From an optimization exercise on the open Yosys and OpenROAD flow, aimed at small area, a short achievable clock period and few clock cycles per item; shortcuts taken in it are not production practice. For this run, only the layout was checked, not whether the RTL still works. Power is estimated from default activity; no workload was simulated.

==> flow/design.v <==
package arpc_pkg;
	localparam logic OPC_FRAME  = 1'b0;
	localparam logic OPC_LOOKUP = 1'b1;
	localparam logic [15:0] MIN_FRAME_LEN  = 16'(14 + 28);
	localparam logic [15:0] ETYPE_ARP      = 16'h0806;
	localparam logic [15:0] PTYPE_IPV4     = 16'h0800;
	localparam logic [7:0]  HW_ADDR_LEN    = 8'd6;
	localparam logic [7:0]  PROTO_ADDR_LEN = 8'd4;
	localparam logic [15:0] OPER_REQUEST   = 16'd1;
endpackage
module arpc_cell (
	input  logic        clk,
	input  logic        arst_n,
	input  logic [31:0] key,
	output logic        match,
	output logic        valid,
	output logic [47:0] mac,
	input  logic        wr_en,
	input  logic [31:0] wr_ip,
	input  logic [47:0] wr_mac
);
	logic [31:0] ip_q;
	logic [47:0] mac_q;
	logic        valid_q;
	assign match = valid_q && (ip_q == key);
	assign valid = valid_q;
	assign mac   = mac_q;
	always_ff @(posedge clk or negedge arst_n) begin
		if (!arst_n) begin
			valid_q <= 1'b0;
		end else if (wr_en) begin
			valid_q <= 1'b1;
		end
	end
	always_ff @(posedge clk) begin
		if (wr_en) begin
			ip_q  <= wr_ip;
			mac_q <= wr_mac;
		end
	end
endmodule
module arp_receive_and_cache #(
	parameter int ENTRIES = 32
) (
	input  logic                 clk,
	input  logic                 arst_n,
	input  logic                 cfg_we,
	input  logic [31:0]          cfg_wdata,
	input  logic                 item_valid,
	output logic                 item_ready,
	input  logic                 item_opcode,
	input  logic [15:0]          item_frame_length,
	input  logic [15:0]          item_ethertype,
	input  logic [15:0]          item_proto_type,
	input  logic [7:0]           item_hw_len,
	input  logic [7:0]           item_proto_len,
	input  logic [15:0]          item_arp_oper,
	input  logic [47:0]          item_sender_mac,
	input  logic [31:0]          item_sender_ip,
	input  logic [31:0]          item_tgt_ip,
	input  logic [31:0]          item_query_ip,
	output logic                 result_valid,
	input  logic                 result_ready,
	output logic                 result_consumed,
	output logic                 result_learned,
	output logic                 result_reply_needed,
	output logic [47:0]          result_reply_mac,
	output logic [31:0]          result_reply_ip,
	output logic                 result_hit,
	output logic [47:0]          result_found_mac
);
	logic [31:0] our_ip_q;
	logic        ready_q;
	logic        accept;
	logic        r0_v;
	logic        r0_lookup;
	logic        r0_consumed;
	logic        r0_learn;
	logic        r0_reply;
	logic [31:0] r0_key;
	logic [47:0] r0_mac;
	logic        in_lookup;
	logic        in_consumed;
	logic        in_learn;
	logic        in_reply;
	assign item_ready = ready_q;
	assign accept     = item_valid && ready_q;
	assign in_lookup   = (item_opcode == arpc_pkg::OPC_LOOKUP);
	assign in_consumed = !in_lookup && (item_frame_length >= arpc_pkg::MIN_FRAME_LEN)
		&& (item_ethertype == arpc_pkg::ETYPE_ARP);
	assign in_learn    = in_consumed && (item_proto_type == arpc_pkg::PTYPE_IPV4)
		&& (item_hw_len == arpc_pkg::HW_ADDR_LEN) && (item_proto_len == arpc_pkg::PROTO_ADDR_LEN);
	assign in_reply    = in_learn && (item_arp_oper == arpc_pkg::OPER_REQUEST)
		&& (item_tgt_ip == our_ip_q);
	logic        h_v;
	logic        h_consumed;
	logic        h_learned;
	logic        h_reply;
	logic [47:0] h_reply_mac;
	logic [31:0] h_reply_ip;
	logic        h_hit;
	logic [47:0] h_found_mac;
	logic        s_v;
	logic        s_consumed;
	logic        s_learned;
	logic        s_reply;
	logic        s_hit;
	logic [47:0] s_mac;
	logic [31:0] s_ip;
	logic        pop;
	logic        proc;
	assign pop  = h_v && result_ready;
	assign proc = r0_v && !s_v;
	logic [ENTRIES-1:0]       match;
	logic [ENTRIES-1:0]       valid;
	logic [ENTRIES-1:0]       free;
	logic [ENTRIES-1:0]       wr_en;
	logic [ENTRIES-1:0][47:0] ent_mac;
	logic                     any;
	logic [47:0]              rd_mac;
	for (genvar k = 0; k < ENTRIES; k++) begin : g_ent
		arpc_cell u_cell (
			.clk    (clk),
			.arst_n (arst_n),
			.key    (r0_key),
			.match  (match[k]),
			.valid  (valid[k]),
			.mac    (ent_mac[k]),
			.wr_en  (wr_en[k]),
			.wr_ip  (r0_key),
			.wr_mac (r0_mac)
		);
	end
	always_comb begin
		free[0] = !valid[0] || valid[ENTRIES-1];
		for (int k = 1; k < ENTRIES; k++) begin
			free[k] = valid[k-1] && !valid[k];
		end
	end
	assign any = |match;
	always_comb begin
		for (int k = 0; k < ENTRIES; k++) begin
			wr_en[k] = proc && r0_learn && (match[k] || (!any && free[k]));
		end
	end
	always_comb begin
		rd_mac = '0;
		for (int k = 0; k < ENTRIES; k++) begin
			rd_mac = rd_mac | (ent_mac[k] & {48{match[k]}});
		end
	end
	logic        n_hit;
	logic [47:0] n_mac;
	assign n_hit = r0_lookup && any;
	assign n_mac = r0_lookup ? rd_mac : r0_mac;
	always_ff @(posedge clk or negedge arst_n) begin
		if (!arst_n) begin
			our_ip_q <= '0;
			ready_q  <= 1'b1;
			r0_v     <= 1'b0;
			h_v      <= 1'b0;
			s_v      <= 1'b0;
		end else begin
			if (cfg_we) begin
				our_ip_q <= cfg_wdata;
			end
			r0_v    <= accept || (r0_v && !proc);
			ready_q <= !(accept || (r0_v && !proc)) || !(s_v ? !pop : (proc && h_v && !pop));
			if (pop || !h_v) begin
				h_v <= s_v || proc;
			end
			s_v <= s_v ? !pop : (proc && h_v && !pop);
		end
	end
	always_ff @(posedge clk) begin
		if (ready_q) begin
			r0_lookup   <= in_lookup;
			r0_consumed <= in_consumed;
			r0_learn    <= in_learn;
			r0_reply    <= in_reply;
			r0_key      <= in_lookup ? item_query_ip : item_sender_ip;
			r0_mac      <= item_sender_mac;
		end
		if (pop || !h_v) begin
			if (s_v) begin
				h_consumed  <= s_consumed;
				h_learned   <= s_learned;
				h_reply     <= s_reply;
				h_reply_mac <= s_reply ? s_mac : 48'd0;
				h_reply_ip  <= s_ip;
				h_hit       <= s_hit;
				h_found_mac <= s_hit ? s_mac : 48'd0;
			end else begin
				h_consumed  <= r0_consumed;
				h_learned   <= r0_learn;
				h_reply     <= r0_reply;
				h_reply_mac <= r0_reply ? r0_mac : 48'd0;
				h_reply_ip  <= r0_reply ? r0_key : 32'd0;
				h_hit       <= n_hit;
				h_found_mac <= n_hit ? rd_mac : 48'd0;
			end
		end
		if (!s_v) begin
			s_consumed <= r0_consumed;
			s_learned  <= r0_learn;
			s_reply    <= r0_reply;
			s_hit      <= n_hit;
			s_mac      <= n_mac;
			s_ip       <= r0_reply ? r0_key : 32'd0;
		end
	end
	assign result_valid        = h_v;
	assign result_consumed     = h_consumed;
	assign result_learned      = h_learned;
	assign result_reply_needed = h_reply;
	assign result_reply_mac    = h_reply_mac;
	assign result_reply_ip     = h_reply_ip;
	assign result_hit          = h_hit;
	assign result_found_mac    = h_found_mac;
endmodule
==> flow/run.sh <==
#!/bin/bash
# synth_recipe.tcl (not shown) runs the flow's synth.tcl, then flattens the netlist and writes it again
# the make line also repeats each setting of config.mk as NAME=value (left out here)
make -C /OpenROAD-flow-scripts/flow DESIGN_CONFIG=/design/flow/config.mk WORK_HOME=/design/flow/orfs CLKGATE_MAP_FILE= SYNTH_SCRIPT=/design/flow/synth_recipe.tcl finish
==> flow/config.mk <==
export PLATFORM = sky130hd
export DESIGN_NAME = arp_receive_and_cache
export DESIGN_NICKNAME = arp_receive_and_cache
export VERILOG_FILES = /design/flow/design.v
export SDC_FILE = /design/flow/constraint.sdc
export NUM_CORES = 4
export LEC_CHECK = 0
export CAP_MARGIN = 20
export CORE_MARGIN = 2
export CORE_UTILIZATION = 45
export PLACE_DENSITY = 0.6
export SLEW_MARGIN = 20
==> flow/constraint.sdc <==
create_clock -name core_clock -period 6.0 [get_ports {clk}]
set_input_delay 1.2000 -clock core_clock [delete_from_list [all_inputs] [get_ports {clk}]]
set_output_delay 1.2000 -clock core_clock [all_outputs]
set_load 0.01 [all_outputs]
==> results by group <==
Clock network
  – CTS buffer count: 315
  – Post-cts resize count: 0
  – Clk buf depth: 4
  – Reg clk slew, reported paths: 60 ps
  – Hold buffers post-CTS: 0
  – Root Driver: clkbuf_16
  – Total clock sinks: 2928
  – Clk Latency, worst-skew pair: 980 ps
  – Post-CTS setup buffers: 0
  – Depth of the CTS H-tree: 5
  – CTS tree: yes

Setup path
  – CP max stage delay: 1080 ps
  – R2R Path End: g_ent[19].u_cell.mac_q[34]
  – Reg-to-reg setup timing slack: 530 ps
  – R2R cell count: 11
  – CP max-delay cell: edfxtp_1
  – Critical Path Sink Type: flop
  – Worst r2r src: r0_key[28]
  – Most used cell, CP: buf_4
  – Critical Path AT: 6130 ps
  – Worst setup SP type: flop
  – Critical path type: reg -> reg
  – Worst-path cell chain: buf_4 > xor2_1 > or4_1 > or4_1 > nor3b_1 > buf_4 > a2111oi_0 > and4_1 > nand4b_1 > a21oi_4 > buf_4
  – Data required time at the worst endpoint: 6660 ps
  – Largest fanout on the critical path: 12
  – Worst Setup SP: r0_key[28]

STA
  – Slew margin rel.: 11.3%
  – Worst Clk Skew: 88.9 ps
  – Setup violations, final: 0
  – Fin. max-slew vios: 0
  – Minimum clock period: 5470 ps
  – Least-Margin Pin Slew: 1330 ps
  – Hold Fails Final Rpt: 0
  – RSZ-0062 raised after global routing: no
  – Max Fclk: 0.183 GHz
  – Final worst-path cycle share: 91.2%
  – Setup TNS: 0 ps

Detailed routing
  – Wire per inst: 37.1 um
  – Detailed-route wire length: 431 mm
  – 1st-iter DRT viols: 12.2k
  – Final ANT Viol Nets: 0
  – Residual DRC count: 0
  – First-pass iteration count of the detailed router: 7
  – Routed vias/inst: 6.58
  – Via Count: 76.4k

Synthesis
  – Syn_nets: 7410
  – Gate Count Post-Synth: 7148
  – Top FF cell, synth: edfxtp_1
  – Synthesized flop and latch total: 2928
  – Mean post-synth cell area: 16.5 um2
  – Yosys cell types: 60
  – Seq/Total Area, Yosys: 73.9%
  – Mapped Area: 118000 um2
  – Async SR Flop Fraction: 2.32%
  – Post-synth EDFFs: 2824
  – Ys Warns: 2

GRT
  – Gr usage total: 31.8%
  – First-pass GRT wire length: 584 mm
  – Overflow after GRT: 0
  – Number of global-route vias before repair: 72.6k
  – Antenna violations before repair: 24
  – Largest net degree at the start of global routing: 103

Power and ir drop
  – Power Total: 53.5 mW
  – Pleak: 44.7 nW
  – Max VDD drop: 266 uV
  – Power density over cell area: 386 nW/um2

Layout
  – Layout cells sized above 1: 13.8%
  – Final core utilization: 53.4%
  – Fillers: 20.9k
  – Post-layout net count: 8122
  – Syn-to-layout area delta: 17.7%

Job
  – MaxCap Viol Count: 0

Place
  – Final Wtd Congestion: 0.945
  – IO Port Bufs: 394
  – Post-detail-place hpwl: 253 mm

Floorplan
  – Initial Util: 45.3%
  – Ports: 396
  – Die height: 516 um
  – Row Count: 187
  – Die area: 266000 um2
  – Die X: 516 um
  – Core outline area: 260000 um2

Hold path
  – HP Class: in -> async

Status
  – Run status: complete, no violations
worst max-delay path by stage:
| stage | endpoint |
|---|---|
| floorplan | g_ent[3].u_cell.ip_q[0] |
| global placement | g_ent[19].u_cell.mac_q[34] |
| detailed placement | g_ent[19].u_cell.mac_q[34] |
| CTS | g_ent[6].u_cell.ip_q[16] |
| global route | g_ent[19].u_cell.mac_q[20] |
| finish | g_ent[19].u_cell.mac_q[34] |
placed cells by master, fill, tap and decap left out, types with 13 or more instances in the layout:
cell type        instances
a21oi_4                 33
a22o_1                 297
a22oi_1                334
a31o_2                  31
and3_1                  20
and3_2                  34
and4_1                  44
buf_12                 105
buf_4                  293
buf_8                   13
bufinv_16               23
clkbuf_1                71
clkbuf_16              320
clkdlybuf4s50_1        391
clkinv_1                42
clkinv_2                51
clkinvlp_4              13
dfrtp_1                 66
dfxtp_1                 36
diode_2                 34
edfxtp_1              2824
inv_1                  141
mux2_2                 114
nand2_1                 97
nand2b_1                22
nand3_1                 66
nand3b_1                22
nand4_1                619
nand4b_1                73
nor2_1                  47
nor3_1                 129
nor4_1                 249
nor4b_1                 16
o2111ai_1              123
or4_1                   75
xnor2_1                423
xor2_1                 645
cell type report:
cell class / count / area (um2) / share of cell area (%)
repair buffers: 804 / 8420 / 6.07
inverters: 142 / 533 / 0.384
clock buffers: 402 / 8430 / 6.07
diodes: 34 / 85.1 / 0.0613
multi-input cells: 3669 / 28500 / 20.5
flip-flops and latches: 2928 / 87200 / 62.8
well taps: 3496 / 4370 / 3.15
clock inverters: 134 / 1240 / 0.897
worst max-delay path: cells and delay by family (launching register included):
| family | cells | cell delay, ps |
|---|---|---|
| and+or+nand+nor | 5 | 1200 |
| DFF | 1 | 1080 |
| AOI/OAI and AO/OA | 2 | 1740 |
| xor gates and xnor gates | 1 | 220 |
| buffers and inverters | 3 | 890 |
stage by stage:
step / cells / hold slack (ps) / setup slack (ps) / cell area [um2]
after global placement: 11000 / 454 / 760 / 129000
after CTS: 11600 / 187 / 744 / 139000
after detailed placement: 11000 / 465 / 753 / 129000
after floorplan: 7148 / 446 / 297 / 118000
final: 11600 / 230 / 527 / 139000
after global routing: 11600 / 237 / 498 / 139000
flip-flops by register name, summed over array words and instances, names as in the netlist, 32 cells and up:
name and flops:
g_ent.u_cell.ip_q 1024, g_ent.u_cell.mac_q 1536, g_ent.u_cell.valid_q 32, h_found_mac 48, h_reply_ip 32, h_reply_mac 48
our_ip_q 32, r0_key 32, r0_mac 48, s_ip 32, s_mac 48
metal layers:
metal  vias to the layer above  global-route usage, %  share of wire [%]
met1                     39000                   42.5                 38
met4                        26                   15.3                5.8
met3                      1255                   10.7                 13
li1                      30100                      -                  -
met5                         -                  0.919               0.11
met2                      5922                   46.6                 43
power by group:
group          switching (mW)  total (mW)  leakage (nW)  internal (mW)
combinational            6.12        9.00          13.1           2.88
clock                    7.88        18.7          4.72           10.9
sequential              0.877        25.8          26.9           24.9
total                    14.9        53.5          44.7           38.7
synth_stat cells (123+ instances only):
library cell,number,share of area (%)
buf_2,126,0.53
xnor2_1,423,3.1
a22oi_1,334,2.1
nor3_1,134,0.57
nand4_1,619,3.3
o2111ai_1,123,0.91
edfxtp_1,2824,72
clkbuf_1,144,0.46
a22o_1,297,2.2
nor4_1,256,1.4
inv_1,142,0.45
xor2_1,645,4.8
logic make-up (layout without fill, tap and decap cells):
logic type                count (synthesis)  after routing  share of synthesized area (%)
other                                     0             34                              0
DFF                                    2928           2928                           73.9
muxes                                   114            114                           1.09
buffers and inverters                   551           1482                           2.40
AOI/OAI and AO/OA                       845            845                           5.78
xor gates and xnor gates               1068           1068                           7.93
and+or+nand+nor                        1642           1642                           8.86

re-timing with driven ports:
In the flow no input, the clock included, has a driving cell. The finished layout below was timed again as built, in two steps. Step 1 sets driving cells, clkbuf_16 on the clock port and buf_2 on the other inputs (assumed; they add their load-dependent delay and slew). Step 2 times the ports against the registers' clock, not the clock port: input delays grow and output delays shrink by t, the midpoint of the rising clock arrivals with the driver on. Slacks: no drivers / after step 1 / after step 2; pairs: no drivers / after step 1.
t, ns: 1.044
setup WS [ns]: 0.527 / 0.527 / 0.527
slew at the worst register clock pin (ns): 0.07 / 0.07
After both steps setup and hold are still met in this run. For this run, drivers alone change the setup slack by 0.000 ns; drivers and shift together by 0.000 ns.
